From an optimization exercise on the open Yosys and OpenROAD flow, aimed at small area, a short achievable clock period and few clock cycles per item; shortcuts taken in it are not production practice. The RTL was checked by simulation tests, not by an equivalence proof against the original design. No activity file was given, so power comes from the tool's default toggle rates.

oak:
==> flow/design.v (excerpt) <==
module alu_seq_core #(
  parameter int unsigned WIDTH    = 32,
  parameter int unsigned MULT_LAT = 3
) (
  input  logic                 clk,
  input  logic                 reset,
  input  logic                 start,
  input  logic [2:0]           op,
  input  logic [WIDTH-1:0]     A,
  input  logic [WIDTH-1:0]     B,
  output logic                 busy,
  output logic                 done,
  output logic [2*WIDTH-1:0]   result,
  output logic                 err
);
Size in the first run: roughly 380 flip-flops, about 140 I/O pins, roughly 36000 um^2 of cells after synthesis.
==> flow/config.mk <==
export PLATFORM = sky130hd
export DESIGN_NAME = alu_seq_core
export DESIGN_NICKNAME = alu_seq_core
export VERILOG_FILES = /design/flow/design.v
export SDC_FILE = /design/flow/constraint.sdc
export NUM_CORES = 4
export LEC_CHECK = 0
export CAP_MARGIN = 20
export CORE_MARGIN = 2
export CORE_UTILIZATION = 40
export SLEW_MARGIN = 20
==> flow/constraint.sdc <==
create_clock -name core_clock -period 9.0 [get_ports {clk}]
set_input_delay 1.8000 -clock core_clock [delete_from_list [all_inputs] [get_ports {clk}]]
set_output_delay 1.8000 -clock core_clock [all_outputs]
set_load 0.01 [all_outputs]
standard.sh (not shown) runs the stock make flow with config.mk's settings and CLKGATE_MAP_FILE= SYNTH_SCRIPT=/design/flow/synth_recipe.tcl, a recipe that flattens the netlist after the stock synthesis.
==> flow/flow/run.sh <==
#!/bin/bash
# The standard layout (standard.sh), with two layout choices changed:
#  - the timing repair aims at the slack margin in flow/margin.txt
#  - ports are buffered with buf_1 cells instead of the default choice
# The SDC, clock period and all constraints are unchanged.
set -o pipefail
bash standard.sh SETUP_SLACK_MARGIN=$(cat flow/margin.txt) \
  "BUFFER_PORTS_ARGS=-buffer_cell sky130_fd_sc_hd__buf_1" finish > make.log 2>&1
==> flow/flow/margin.txt <==
5.0
Testbench counts of oak, summed over its fixed seeds: cycles 24,024, items 24,000.
The inputs of pine differ from those of oak as listed below.
==> flow/flow/run.sh <==
#!/bin/bash
# The standard layout, with the timing repair aiming below the clock
# period (the SDC, clock period and all constraints are unchanged).
set -o pipefail
bash standard.sh SETUP_SLACK_MARGIN=$(cat flow/margin.txt) finish > make.log 2>&1
==> flow/flow/margin.txt <==
5.7
--- outcome ---
pine: all stages complete, timing, DRC and antenna checks passed
Post-layout minimum cycle time: oak and pine compared, lower one is pine
Critical path depth: pine vs oak up 4
pine -> oak: sequential power flat
In the tables for oak and pine, area of all sequential standard cells reads lower with oak.
On pine: clock network contribution to total cell area is 0.87 points lower than what oak gave.
The final reports for pine and oak show data arrival time of the critical path lower in the former.
pine: fmax about 3% above oak
Inputs modified between pine and birch:
Settings: CTS_BUF_LIST: unset -> sky130_fd_sc_hd__clkbuf_4 sky130_fd_sc_hd__clkbuf_8.
==> flow/flow/run.sh <==
#!/bin/bash
# The standard layout (standard.sh), with two layout choices changed:
#  - the timing repair aims at the slack margin in flow/margin.txt
#  - ports are buffered with buf_1 cells instead of the default choice
# The SDC, clock period and all constraints are unchanged.
set -o pipefail
bash standard.sh SETUP_SLACK_MARGIN=$(cat flow/margin.txt) \
  "BUFFER_PORTS_ARGS=-buffer_cell sky130_fd_sc_hd__buf_1" finish > make.log 2>&1
==> flow/flow/margin.txt <==
5.0
==> comparison <==
Taking pine as the reference, in birch combinational power share saw a decrease; wire length lost about 18%.
Relative to pine, critical path depth has gone down in birch.
birch against pine: portion of the layout cell area used by non-clock buffers fell by 11 points; switching power summed over all nets went down; cell count shows a reduction of about 5%.
Compared with pine, birch shows a lower met3 track demand over resource in global routing.
Any difference in half-perimeter wire length after placement between birch and pine is small enough to ignore.
birch vs pine — multi-input logic area dropped by a little under 10%
Clock network power share in birch is 2.4 points above pine.
The setup slack of birch is smaller than that of pine.

* * *

Another version of the RTL of alu_seq_core (not shown whole).
Size in the first run: about 3500 cells after synthesis, about 34000 um2 of cells after synthesis.
Settings: LEC_CHECK=0, CAP_MARGIN=20, CORE_MARGIN=2, CORE_UTILIZATION=40, SLEW_MARGIN=20; clock period 9.0 ns.
==> flow/flow/run.sh <==
#!/bin/bash
# The standard layout (standard.sh) with these layout choices changed:
#  - after the standard synthesis, flow/polarity.py removes inverters around
#    full-adder cells (a full adder with all inputs and outputs complemented is
#    the same function) and swaps xor2/xnor2 where that saves an inverter;
#    registers are not touched
#  - the timing repair aims at the slack margin in flow/margin.txt
#  - ports are buffered with buf_1 cells
#  - clock tree synthesis inserts no dummy loads
# The SDC, clock period and all constraints are unchanged.
set -o pipefail
R=$PWD/orfs/results/sky130hd/alu_seq_core/base
ARGS=(SETUP_SLACK_MARGIN=$(cat flow/margin.txt) "BUFFER_PORTS_ARGS=-buffer_cell sky130_fd_sc_hd__buf_1"
      "CTS_ARGS=-sink_clustering_enable -repair_clock_nets -dont_use_dummy_load")
bash standard.sh "${ARGS[@]}" $R/1_2_yosys.v > make_synth.log 2>&1 || exit 1
cp $R/1_2_yosys.v yosys_standard.v
python3 flow/polarity.py yosys_standard.v $R/1_2_yosys.v > polarity.log 2>&1 || exit 1
bash standard.sh "${ARGS[@]}" finish > make.log 2>&1
==> flow/flow/polarity.py <==
#!/usr/bin/env python3
"""Remove inverters around full-adder cells in a Yosys-written sky130 netlist.

A full adder is self-dual: FA(~a,~b,~c) = ~FA(a,b,c) for both outputs. So a
fa cell can be 'flipped' (every input complemented, both outputs read as
complemented) without changing the logic. This picks flips greedily to
minimise the number of inv_1 cells needed, then rewrites the netlist with one
inverter per signal that is still needed in complemented form.

usage: polarity.py IN.v OUT.v
"""
import re, sys, collections

src = open(sys.argv[1]).read()
OUTPINS = {"X", "Y", "Q", "Q_N", "SUM", "COUT", "HI", "LO"}
INV = "sky130_fd_sc_hd__inv_1"
FA = re.compile(r"sky130_fd_sc_hd__fa_\d+$")

m = re.search(r"^module\s+(\S+)\s*\((.*?)\);(.*?)^endmodule", src, re.S | re.M)
body = m.group(3)
cell_re = re.compile(r"^\s*(sky130_fd_sc_hd__\w+)\s+(\S+)\s*\((.*?)\);\s*$", re.S | re.M)
pin_re = re.compile(r"\.(\w+)\(\s*(.*?)\s*\)(?=\s*[,)]|\s*$)", re.S)

def norm(n):
    n = n.strip()
    return n

cells = []
spans = []
for cm in cell_re.finditer(body):
    typ, name, pbody = cm.group(1), cm.group(2), cm.group(3)
    pins = {}
    for pm in re.finditer(r"\.(\w+)\(([^()]*)\)", pbody):
        pins[pm.group(1)] = norm(pm.group(2))
    cells.append([typ, name, pins])
    spans.append((cm.start(), cm.end()))

ports = set()
for pm in re.finditer(r"^\s*(output|input)\s+(?:\[[^\]]*\]\s*)?(\S+?)\s*;", body, re.M):
    ports.add(pm.group(2))
assign_nets = set()
for am in re.finditer(r"^\s*assign\s+(.*?)\s*=\s*(.*?)\s*;", body, re.M):
    for side in (am.group(1), am.group(2)):
        for tok in re.findall(r"\\\S+|[A-Za-z_][\w$]*(?:\[\d+\])?", side):
            assign_nets.add(tok)

def esc(n):
    return n + " " if n.startswith("\\") else n

def port_base(n):
    return re.sub(r"\[\d+\]$", "", n.lstrip("\\"))

def is_fixed_net(n):
    return n in assign_nets or port_base(n) in ports or n.lstrip("\\") in ports

driver = {}
for i, (typ, name, pins) in enumerate(cells):
    for p, n in pins.items():
        if p in OUTPINS:
            driver[n] = (i, p)

# removable inverters: inv_1 whose output is an ordinary internal net
removable = set()
for i, (typ, name, pins) in enumerate(cells):
    if typ == INV and not is_fixed_net(pins["Y"]) and not is_fixed_net(pins["A"]):
        removable.add(i)

def lit(n, depth=0):
    d = driver.get(n)
    if d is not None and d[0] in removable and depth < 50:
        r, q = lit(cells[d[0]][2]["A"], depth + 1)
        return r, q ^ 1
    return n, 0

fas = [i for i, c in enumerate(cells) if FA.match(c[0])]
XSWAP = {"sky130_fd_sc_hd__xor2_1": "sky130_fd_sc_hd__xnor2_1",
         "sky130_fd_sc_hd__xnor2_1": "sky130_fd_sc_hd__xor2_1"}
xs = [i for i, c in enumerate(cells) if c[0] in XSWAP and not is_fixed_net(c[2].get("X", c[2].get("Y", "")))]
fa_out = {}   # root net -> flippable cell index (fa or xor2/xnor2)
for i in fas:
    for p in ("SUM", "COUT"):
        fa_out[cells[i][2][p]] = i
for i in xs:
    p = "X" if "X" in cells[i][2] else "Y"
    fa_out[cells[i][2][p]] = i

# consumers: (cell index, pin) for every input pin of a kept cell
consumers = []   # (ci, pin, root, q)
for i, (typ, name, pins) in enumerate(cells):
    if i in removable:
        continue
    for p, n in pins.items():
        if p in OUTPINS:
            continue
        r, q = lit(n)
        consumers.append((i, p, r, q))
# nets read by assigns / ports through removable inverters stay as they are
flip = collections.defaultdict(int)
by_root = collections.defaultdict(list)
by_cell = collections.defaultdict(list)
for k, (ci, p, r, q) in enumerate(consumers):
    by_root[r].append(k)
    by_cell[ci].append(k)

def demand(k):
    ci, p, r, q = consumers[k]
    if ci in fa_set and flip[ci]:
        q ^= 1
    f = fa_out.get(r)
    if f is not None and flip[f]:
        q ^= 1
    return q

fa_set = set(fas)
def root_cost(r):
    return 1 if any(demand(k) for k in by_root[r]) else 0

def cost_roots(i):
    c = cells[i][2]
    if i in fa_set:
        roots = set(consumers[k][2] for k in by_cell[i])
        roots.add(c["SUM"]); roots.add(c["COUT"])
    else:
        roots = {c["X"] if "X" in c else c["Y"]}
    return roots

total0 = sum(root_cost(r) for r in by_root)
changed = True
it = 0
while changed and it < 50:
    changed = False
    it += 1
    for i in fas + xs:
        rs = cost_roots(i)
        before = sum(root_cost(r) for r in rs)
        flip[i] ^= 1
        after = sum(root_cost(r) for r in rs)
        if after < before:
            changed = True
        else:
            flip[i] ^= 1
total1 = sum(root_cost(r) for r in by_root)
sys.stderr.write("xor/xnor swapped %d of %d\n" % (sum(flip[i] for i in xs), len(xs)))
sys.stderr.write("inverters needed: %d -> %d (removable inverters were %d), flipped %d of %d fa\n"
                 % (total0, total1, len(removable), sum(flip[i] for i in fas), len(fas)))

# rewrite
invnet = {}
newcells = []
for r in by_root:
    if any(demand(k) for k in by_root[r]):
        nm = "polinv_%d" % len(invnet)
        invnet[r] = nm + "_y"
        newcells.append("  %s %s (\n    .A(%s),\n    .Y(%s)\n  );\n" % (INV, nm, esc(r), invnet[r]))
for k, (ci, p, r, q) in enumerate(consumers):
    cells[ci][2][p] = invnet[r] if demand(k) else r

out = []
pos = 0
for i, (s, e) in enumerate(spans):
    out.append(body[pos:s])
    if i not in removable:
        typ, name, pins = cells[i]
        if flip[i] and typ in XSWAP:
            typ = XSWAP[typ]
            pins = {("Y" if p == "X" else "X" if p == "Y" else p): n for p, n in pins.items()}
        conn = ",\n".join("    .%s(%s)" % (p, esc(n)) for p, n in pins.items())
        out.append("\n  %s %s (\n%s\n  );" % (typ, name, conn))
    pos = e
out.append(body[pos:])
newbody = "".join(out)
decl = "".join("  wire %s;\n" % n for n in invnet.values())
res = src[:m.start(3)] + "\n" + decl + newbody + "".join(newcells) + src[m.end(3):]
open(sys.argv[2], "w").write(res)
Other scripts of this flow, unchanged in this note and not shown: flow/flow/margin.txt
Testbench counts at the start, summed over its fixed seeds: cycles 24,024, items 24,000.
Rerun with:
--- a/flow/flow/run.sh
+++ b/flow/flow/run.sh
@@ -9 +9,2 @@
-#  - clock tree synthesis inserts no dummy loads
+#  - clock tree synthesis inserts no dummy loads and clusters up to 24 sinks
+#    per leaf buffer
@@ -14 +15 @@
-      "CTS_ARGS=-sink_clustering_enable -repair_clock_nets -dont_use_dummy_load")
+      "CTS_ARGS=-sink_clustering_enable -repair_clock_nets -dont_use_dummy_load -sink_clustering_size 24 -sink_clustering_max_diameter 120")
What happened:
- routed wire length fell by 1.4%
- final area decreases by 2.3%
- combinational power barely changes
- power goes down by 6.8%
- hold slack improves by 0.013 ns
- die area stays the same
Rerun with:
--- a/flow/flow/run.sh
+++ b/flow/flow/run.sh
@@ -6 +6,2 @@
-#    registers are not touched
+#    registers are not touched; it avoids leaving an inverter in front of a
+#    register input where it can
@@ -9 +10 @@
-#  - clock tree synthesis inserts no dummy loads and clusters up to 24 sinks
+#  - clock tree synthesis inserts no dummy loads and clusters up to 32 sinks
@@ -15 +16 @@
-      "CTS_ARGS=-sink_clustering_enable -repair_clock_nets -dont_use_dummy_load -sink_clustering_size 24 -sink_clustering_max_diameter 120")
+      "CTS_ARGS=-sink_clustering_enable -repair_clock_nets -dont_use_dummy_load -sink_clustering_size 32 -sink_clustering_max_diameter 150")
--- a/flow/flow/polarity.py
+++ b/flow/flow/polarity.py
@@ -114,0 +115 @@
+FLOP = re.compile(r"sky130_fd_sc_hd__(dfxtp|dfrtp|edfxtp|dfstp|dfbbp|dfxbp)_\d+$")
@@ -116 +117,7 @@
-    return 1 if any(demand(k) for k in by_root[r]) else 0
+    c = 0
+    for k in by_root[r]:
+        if demand(k):
+            c = 1
+            if FLOP.match(cells[consumers[k][0]][0]) and consumers[k][1] == "D":
+                return 3
+    return c
@@ -142,0 +150,2 @@
+nd = sum(1 for r in by_root if root_cost(r) == 3)
+sys.stderr.write("inverters feeding flop D: %d\n" % nd)
What happened:
- final area fell by 0.52%
- worst setup slack improves by 0.017 ns
- count of clock-buffer cells in the layout came out lower by 4
- clock power falls by 9.9%
- first-iteration DRC count came out higher by 1.5%
- combinational power shrinks by about 2%
Rerun with:
--- a/flow/config.mk
+++ b/flow/config.mk
@@ -8 +8 @@
-export CAP_MARGIN = 20
+export CAP_MARGIN = 10
@@ -11 +11 @@
-export SLEW_MARGIN = 20
+export SLEW_MARGIN = 10
The changed run completed without violations.
Combinational power hardly moves.
Routed wire length is unchanged.
Fmax does not change.
Count of clock-buffer cells in the layout stays the same.
Die area does not change.
Power is unchanged.
Via count does not change.
Cell area does not change.
Critical path depth stays the same.
Clock skew stays the same.
First-iteration DRC count is unchanged.
Rerun with:
--- a/flow/flow/run.sh
+++ b/flow/flow/run.sh
@@ -6,2 +6 @@
-#    registers are not touched; it avoids leaving an inverter in front of a
-#    register input where it can
+#    registers are not touched
--- a/flow/flow/polarity.py
+++ b/flow/flow/polarity.py
@@ -115 +114,0 @@
-FLOP = re.compile(r"sky130_fd_sc_hd__(dfxtp|dfrtp|edfxtp|dfstp|dfbbp|dfxbp)_\d+$")
@@ -117,7 +116 @@
-    c = 0
-    for k in by_root[r]:
-        if demand(k):
-            c = 1
-            if FLOP.match(cells[consumers[k][0]][0]) and consumers[k][1] == "D":
-                return 3
-    return c
+    return 1 if any(demand(k) for k in by_root[r]) else 0
@@ -150,2 +142,0 @@
-nd = sum(1 for r in by_root if root_cost(r) == 3)
-sys.stderr.write("inverters feeding flop D: %d\n" % nd)
--- a/flow/config.mk
+++ b/flow/config.mk
@@ -8 +8 @@
-export CAP_MARGIN = 10
+export CAP_MARGIN = 20
@@ -11 +11 @@
-export SLEW_MARGIN = 10
+export SLEW_MARGIN = 20
- The new run ran to the end with no violations
- final cell count barely changes
- maximum frequency is about the same
- area after synthesis hardly moves
- die area is about the same
- combinational power grows by about 1%
- global-route usage decreases by 0.36 points

-- port drivers added, routing unchanged --
In the flow no input, the clock included, has a driving cell. The finished layouts below were timed again as built, in two steps.
Step 1: set_driving_cell puts a clkbuf_16 on clk and a buf_2 on each other input, an assumption about the parent block.
Step 2 moves the port delays by t, midway between the first and last clock arrival at a register: inputs arrive t later, outputs are due t later. That takes back most of the time a late clock gives input paths.
Slacks: ideal / step 1 / step 2; pairs: ideal / step 1.
| run | t (ns) | setup WS [ns] | worst register clock-pin slew, ns | cell pins on the clock port's net |
|---|---|---|---|---|
| oak | 0.689 | 5.054 / 5.054 / 5.054 | 0.07 / 0.07 | 1 |
| pine | 0.688 | 5.173 / 5.173 / 5.173 | 0.07 / 0.07 | 1 |
| birch | 0.774 | 5.054 / 5.054 / 5.054 | 0.07 / 0.07 | 1 |
| the first run of note 2 | 0.627 | 5.030 / 5.030 / 4.502 | 0.06 / 0.06 | 1 |
| the second run of note 2 | 0.631 | 5.010 / 5.010 / 4.494 | 0.10 / 0.10 | 1 |
| the third run of note 2 | 0.619 | 5.027 / 5.027 / 4.563 | 0.12 / 0.12 | 1 |
| the fourth run of note 2 | 0.619 | 5.027 / 5.027 / 4.563 | 0.12 / 0.12 | 1 |
| the fifth run of note 2 | 0.616 | 5.025 / 5.025 / 4.463 | 0.12 / 0.12 | 1 |
After both steps setup and hold are still met in every run listed. For the fifth run of note 2, which loses most, drivers alone change the setup slack by 0.000 ns; drivers and shift together by -0.562 ns.
